Source: an optimization exercise on an open RTL-to-GDS flow (aim: small area). Production flows keep margins and buffers that such runs may drop.
Only simulation tests tie the RTL to the original design; equivalence was not proved.
Power and IR drop assume default switching activity.

==> inputs of run a <==
==> flow/design.v (excerpt) <==
module regfile_mp_sb #(
   parameter  int XLEN     = 32,
   parameter  int NREG     = 32,
   parameter  int NRD      = 2,
   parameter  int NWR      = 2,
   parameter  int ZERO_REG = 1,
   localparam int AW       = $clog2(NREG)
) (
   input  logic                clk,
   input  logic                rst_n,
   input  logic [NRD*AW-1:0]   rd_addr,
   output logic [NRD*XLEN-1:0] rd_data,
   output logic [NRD-1:0]      rd_busy,
   input  logic [NWR-1:0]      wr_en,
   input  logic [NWR*AW-1:0]   wr_addr,
   input  logic [NWR*XLEN-1:0] wr_data,
   input  logic                iss_en,
   input  logic [AW-1:0]       iss_addr,
   output logic                iss_ok,
   output logic [NREG-1:0]     busy_vec
);
==> module regfile_mp_sb, before the edit <==
module regfile_mp_sb #(
   parameter  int XLEN     = 32,
   parameter  int NREG     = 32,
   parameter  int NRD      = 2,
   parameter  int NWR      = 2,
   parameter  int ZERO_REG = 1,
   localparam int AW       = $clog2(NREG)
) (
   input  logic                clk,
   input  logic                rst_n,
   input  logic [NRD*AW-1:0]   rd_addr,
   output logic [NRD*XLEN-1:0] rd_data,
   output logic [NRD-1:0]      rd_busy,
   input  logic [NWR-1:0]      wr_en,
   input  logic [NWR*AW-1:0]   wr_addr,
   input  logic [NWR*XLEN-1:0] wr_data,
   input  logic                iss_en,
   input  logic [AW-1:0]       iss_addr,
   output logic                iss_ok,
   output logic [NREG-1:0]     busy_vec
);
   logic [AW-1:0]   wa0, wa1;
   logic [XLEN-1:0] wd0, wd1;
   assign wa0 = wr_addr[0 +: AW];
   assign wa1 = wr_addr[AW +: AW];
   assign wd0 = wr_data[0 +: XLEN];
   assign wd1 = wr_data[XLEN +: XLEN];
   logic [NREG-1:1] x1_n, x0_n, ws1_n, ws0_n, wh_n;
   logic [NREG-1:1] we;
   logic [NREG-1:1] ws1 [2], ws0 [2], wh [2];
   always_comb begin
      for (int r = 1; r < NREG; r++) begin
         x1_n[r]  = !(wr_en[1] && (wa1 == AW'(r)));
         x0_n[r]  = !(wr_en[0] && (wa0 == AW'(r)));
         ws1_n[r] = x1_n[r];
         ws0_n[r] = x0_n[r] || !x1_n[r];
         wh_n[r]  = !(x1_n[r] && x0_n[r]);
         we[r]    = wh_n[r];
      end
   end
   for (genvar r = 1; r < NREG; r++) begin : g_ws
      for (genvar k = 0; k < 2; k++) begin : g_k
         rf_inv u_s1 (.a(ws1_n[r]), .y(ws1[k][r]));
         rf_inv u_s0 (.a(ws0_n[r]), .y(ws0[k][r]));
         rf_inv u_h  (.a(wh_n[r]),  .y(wh[k][r]));
      end
   end
   logic [XLEN-1:0] mem_q [1:NREG-1];
   logic [XLEN-1:0] mem_d [1:NREG-1];
   logic [NREG-1:1] vld_q, vld_d;
   logic [NREG-1:1] busy_q, busy_d, busy_w;
   for (genvar r = 1; r < NREG; r++) begin : g_w
      for (genvar b = 0; b < XLEN; b++) begin : g_b
         rf_wbit u_w (.s1(ws1[b/16][r]), .d1(wd1[b]), .s0(ws0[b/16][r]), .d0(wd0[b]),
                      .h(wh[b/16][r]), .q(mem_q[r][b]), .d(mem_d[r][b]));
      end
   end
   always_ff @(posedge clk) begin
      for (int r = 1; r < NREG; r++)
         mem_q[r] <= mem_d[r];
   end
   assign vld_d = vld_q | we;
   always_ff @(posedge clk or negedge rst_n) begin
      if (!rst_n)
         vld_q <= '0;
      else
         vld_q <= vld_d;
   end
   assign busy_w = busy_q & ~we;
   for (genvar i = 0; i < NRD; i++) begin : g_rd
      logic [AW-1:0]   ra;
      logic [NREG-1:1] rs_n;
      logic [NREG-1:1] rs [2];
      logic            bsy;
      assign ra = rd_addr[i*AW +: AW];
      always_comb begin
         bsy = 1'b0;
         for (int r = 1; r < NREG; r++) begin
            rs_n[r] = !((ra == AW'(r)) && vld_d[r]);
            bsy   = bsy | ((ra == AW'(r)) && busy_w[r]);
         end
      end
      for (genvar r = 1; r < NREG; r++) begin : g_rs
         for (genvar k = 0; k < 2; k++) begin : g_k
            rf_inv u_rs (.a(rs_n[r]), .y(rs[k][r]));
         end
      end
      for (genvar b = 0; b < XLEN; b++) begin : g_b
         logic [NREG-1:1] col;
         for (genvar r = 1; r < NREG; r++) begin : g_c
            assign col[r] = mem_d[r][b];
         end
         rf_rbit u_r (.sel(rs[b/16]), .din(col), .dout(rd_data[i*XLEN + b]));
      end
      assign rd_busy[i] = bsy;
   end
   logic iss_bsy;
   always_comb begin
      iss_bsy = 1'b0;
      for (int r = 1; r < NREG; r++)
         iss_bsy = iss_bsy | ((iss_addr == AW'(r)) && busy_w[r]);
   end
   assign iss_ok = !iss_bsy;
   always_comb begin
      for (int r = 1; r < NREG; r++)
         busy_d[r] = busy_w[r] || (iss_en && !iss_bsy && (iss_addr == AW'(r)));
   end
   always_ff @(posedge clk or negedge rst_n) begin
      if (!rst_n)
         busy_q <= '0;
      else
         busy_q <= busy_d;
   end
   assign busy_vec = {busy_q, 1'b0};
endmodule
==> module rf_inv, before the edit <==
module rf_inv (
   input  logic a,
   output logic y
);
   assign y = !a;
endmodule
==> flow/config.mk <==
export PLATFORM = sky130hd
export DESIGN_NAME = regfile_mp_sb
export DESIGN_NICKNAME = regfile_mp_sb
export VERILOG_FILES = /design/flow/design.v
export SDC_FILE = /design/flow/constraint.sdc
export NUM_CORES = 4
export LEC_CHECK = 0
export CAP_MARGIN = 20
export CELL_PAD_IN_SITES_DETAIL_PLACEMENT = 1
export CORE_MARGIN = 2
export CORE_UTILIZATION = 35
export GPL_TIMING_DRIVEN = 0
export PLACE_DENSITY = 0.5
export SETUP_SLACK_MARGIN = 0
export SLEW_MARGIN = 20
export SYNTH_HIERARCHICAL = 1
export SYNTH_MINIMUM_KEEP_SIZE = 0
==> flow/constraint.sdc <==
create_clock -name core_clock -period 6.5 [get_ports {clk}]
set_input_delay 1.3000 -clock core_clock [delete_from_list [all_inputs] [get_ports {clk}]]
set_output_delay 1.3000 -clock core_clock [all_outputs]
set_load 0.01 [all_outputs]
standard.sh (not shown) runs the stock make flow with config.mk's settings and CLKGATE_MAP_FILE= SYNTH_SCRIPT=/design/flow/synth_recipe.tcl, a recipe that flattens the netlist after the stock synthesis.
==> flow/flow/run.sh <==
#!/bin/bash
# Standard ORFS layout (the standard.sh, unchanged synthesis), with:
#  - port buffers made of buf_2 instead of the default delay buffer,
#  - clock tree from clkbuf_8 with larger sink clusters and no dummy loads.
# make's full output goes to make.log; ORFS keeps each step's log in orfs/logs.
set -euo pipefail
bash standard.sh \
  "BUFFER_PORTS_ARGS=-buffer_cell sky130_fd_sc_hd__buf_2" \
  "CTS_ARGS=-sink_clustering_enable -repair_clock_nets -dont_use_dummy_load -buf_list sky130_fd_sc_hd__clkbuf_8 -sink_clustering_size 12 -sink_clustering_max_diameter 50" \
  finish > make.log 2>&1
==> run b (differences from run a) <==
--- a/flow/design.v
+++ b/flow/design.v
@@ -25,24 +25,13 @@
    assign wa1 = wr_addr[AW +: AW];
    assign wd0 = wr_data[0 +: XLEN];
    assign wd1 = wr_data[XLEN +: XLEN];
-   logic [NREG-1:1] x1_n, x0_n, ws1_n, ws0_n, wh_n;
-   logic [NREG-1:1] we;
-   logic [NREG-1:1] ws1 [2], ws0 [2], wh [2];
+   logic [NREG-1:1] ws1, ws0, wh, we;
    always_comb begin
       for (int r = 1; r < NREG; r++) begin
-         x1_n[r]  = !(wr_en[1] && (wa1 == AW'(r)));
-         x0_n[r]  = !(wr_en[0] && (wa0 == AW'(r)));
-         ws1_n[r] = x1_n[r];
-         ws0_n[r] = x0_n[r] || !x1_n[r];
-         wh_n[r]  = !(x1_n[r] && x0_n[r]);
-         we[r]    = wh_n[r];
-      end
-   end
-   for (genvar r = 1; r < NREG; r++) begin : g_ws
-      for (genvar k = 0; k < 2; k++) begin : g_k
-         rf_inv u_s1 (.a(ws1_n[r]), .y(ws1[k][r]));
-         rf_inv u_s0 (.a(ws0_n[r]), .y(ws0[k][r]));
-         rf_inv u_h  (.a(wh_n[r]),  .y(wh[k][r]));
+         ws1[r] = wr_en[1] && (wa1 == AW'(r));
+         ws0[r] = wr_en[0] && (wa0 == AW'(r)) && !ws1[r];
+         we[r]  = ws1[r] || ws0[r];
+         wh[r]  = !we[r];
       end
    end
    logic [XLEN-1:0] mem_q [1:NREG-1];
@@ -51,8 +40,8 @@
    logic [NREG-1:1] busy_q, busy_d, busy_w;
    for (genvar r = 1; r < NREG; r++) begin : g_w
       for (genvar b = 0; b < XLEN; b++) begin : g_b
-         rf_wbit u_w (.s1(ws1[b/16][r]), .d1(wd1[b]), .s0(ws0[b/16][r]), .d0(wd0[b]),
-                      .h(wh[b/16][r]), .q(mem_q[r][b]), .d(mem_d[r][b]));
+         rf_wbit u_w (.s1(ws1[r]), .d1(wd1[b]), .s0(ws0[r]), .d0(wd0[b]),
+                      .h(wh[r]), .q(mem_q[r][b]), .d(mem_d[r][b]));
       end
    end
    always_ff @(posedge clk) begin
@@ -66,23 +55,17 @@
       else
          vld_q <= vld_d;
    end
-   assign busy_w = busy_q & ~we;
+   assign busy_w = busy_q & wh;
    for (genvar i = 0; i < NRD; i++) begin : g_rd
       logic [AW-1:0]   ra;
-      logic [NREG-1:1] rs_n;
-      logic [NREG-1:1] rs [2];
+      logic [NREG-1:1] rs;
       logic            bsy;
       assign ra = rd_addr[i*AW +: AW];
       always_comb begin
          bsy = 1'b0;
          for (int r = 1; r < NREG; r++) begin
-            rs_n[r] = !((ra == AW'(r)) && vld_d[r]);
+            rs[r] = (ra == AW'(r)) && vld_d[r];
             bsy   = bsy | ((ra == AW'(r)) && busy_w[r]);
-         end
-      end
-      for (genvar r = 1; r < NREG; r++) begin : g_rs
-         for (genvar k = 0; k < 2; k++) begin : g_k
-            rf_inv u_rs (.a(rs_n[r]), .y(rs[k][r]));
          end
       end
       for (genvar b = 0; b < XLEN; b++) begin : g_b
@@ -90,7 +73,7 @@
          for (genvar r = 1; r < NREG; r++) begin : g_c
             assign col[r] = mem_d[r][b];
          end
-         rf_rbit u_r (.sel(rs[b/16]), .din(col), .dout(rd_data[i*XLEN + b]));
+         rf_rbit u_r (.sel(rs), .din(col), .dout(rd_data[i*XLEN + b]));
       end
       assign rd_busy[i] = bsy;
    end
@@ -138,9 +121,3 @@
    assign t_n[10] = !(sel[31] & din[31]);
    assign dout = !(&t_n);
 endmodule
-module rf_inv (
-   input  logic a,
-   output logic y
-);
-   assign y = !a;
-endmodule
==> flow/run.sh (new file) <==
#!/bin/bash
# synth_recipe.tcl (not shown) runs the flow's synth.tcl, then flattens the netlist and writes it again
# the make line also repeats each setting of config.mk as NAME=value (left out here)
make -C /OpenROAD-flow-scripts/flow DESIGN_CONFIG=/design/flow/config.mk WORK_HOME=/design/flow/orfs CLKGATE_MAP_FILE= SYNTH_SCRIPT=/design/flow/synth_recipe.tcl finish
--- a/flow/config.mk
+++ b/flow/config.mk
@@ -8,10 +8,9 @@
 export CAP_MARGIN = 20
 export CELL_PAD_IN_SITES_DETAIL_PLACEMENT = 1
 export CORE_MARGIN = 2
-export CORE_UTILIZATION = 35
-export GPL_TIMING_DRIVEN = 0
-export PLACE_DENSITY = 0.5
-export SETUP_SLACK_MARGIN = 0
+export CORE_UTILIZATION = 25
+export PLACE_DENSITY = 0.4
+export SETUP_SLACK_MARGIN = 0.5
 export SLEW_MARGIN = 20
 export SYNTH_HIERARCHICAL = 1
 export SYNTH_MINIMUM_KEEP_SIZE = 0
removed: flow/flow/run.sh
removed: flow/standard.sh
==> comparison <==
Of run b and run a, run a has the higher global-route usage (gap 1.4 points).
Hold slack: run a is worse than run b (0.17 ns).
Against run b, the register-to-register slack of run a is better by 1.9 ns.
Between run b and run a, the lower critical path depth is in run a (gap 1).
Of run a and run b, run b has the higher fmax (gap about 4.5%, measured against run b).
Sequential cell count is the same in run b and run a.
Of run a and run b, run a has the higher clock skew (gap 0.047 ns).
In run b the non-clock buffer count is higher than in run a, by 985.
Against run a, the setup slack of run b is better by 0.29 ns.
Run b ran to the end with no violations. Run a finished but failed the layout checks on negative setup slack.
==> figures <==
| item | run a | run b |
|---|---|---|
| Number of placed instances, taps included | 6734 | 7937 |
| Number of gates resized after CTS | 28 | 267 |
| Die ar. | 0.138 mm2 | 0.189 mm2 |
| Power attributed to combinational cells | 4.39 mW | 5.71 mW |
| Sequential share of cell area | 40.1% | 31.4% |
| Worst relative slew slack | 19.5% | 28.6% |
| Compound-gate portion of the synthesized area | 37.8% | 39.1% |
| Filler cells | 15300 | 20400 |
| Ratio of routed vias to standard cells | 7.39 | 6.84 |
| Origin of the critical flop-to-flop path | busy_q[26]$_DFF_PN0_ | mem_q[13][16]$_DFF_P_ |
| Number of antenna violations at the first check in global routing | 21 | 14 |
| Number of non-clock buffers | 287 | 1272 |
| Number of detailed-route iterations in the first pass | 14 | 13 |
| Fraction of the cycle the final worst path needs | 101% | 96.8% |
| Met2 WL | 105000 um | 144000 um |
| Root buffer cell | clkbuf_8 | clkbuf_16 |
| Core area | 0.135 mm2 | 0.185 mm2 |
| Total detailed-routing wirelength | 251000 um | 330000 um |
| Register-to-register setup slack | 3.67 ns | 1.78 ns |
| Outcome | complete, but fails checks | no timing/DRC/antenna violations |
| Layout check failures | negative setup slack | - |

==> re-timing with driven ports <==
In the flow no input, the clock included, has a driving cell. The finished layouts below were timed again as built, in two steps. Step 1 sets driving cells, clkbuf_16 on the clock port and buf_2 on the other inputs (assumed; they add their load-dependent delay and slew). Step 2 moves the port delays by t, midway between the first and last clock arrival at a register: inputs arrive t later, outputs are due t later. That takes back most of the time a late clock gives input paths. Three values: no drivers, after step 1, after step 2; two values: the first two.
run | shift t [ns] | slack for setup (ns) | worst setup path after step 2 | worst slew at a driven data input, ns
run a | 0.958 | -0.086 / -0.237 / -0.237 | input to output | 0.21
run b | 0.875 | 0.208 / 0.167 / -0.411 | input to register | 0.15
With both steps, setup timing fails in run b, where it was met with ideal ports. The setup slack of run b, which loses most, moves by -0.041 ns with the drivers and by -0.619 ns with both steps.
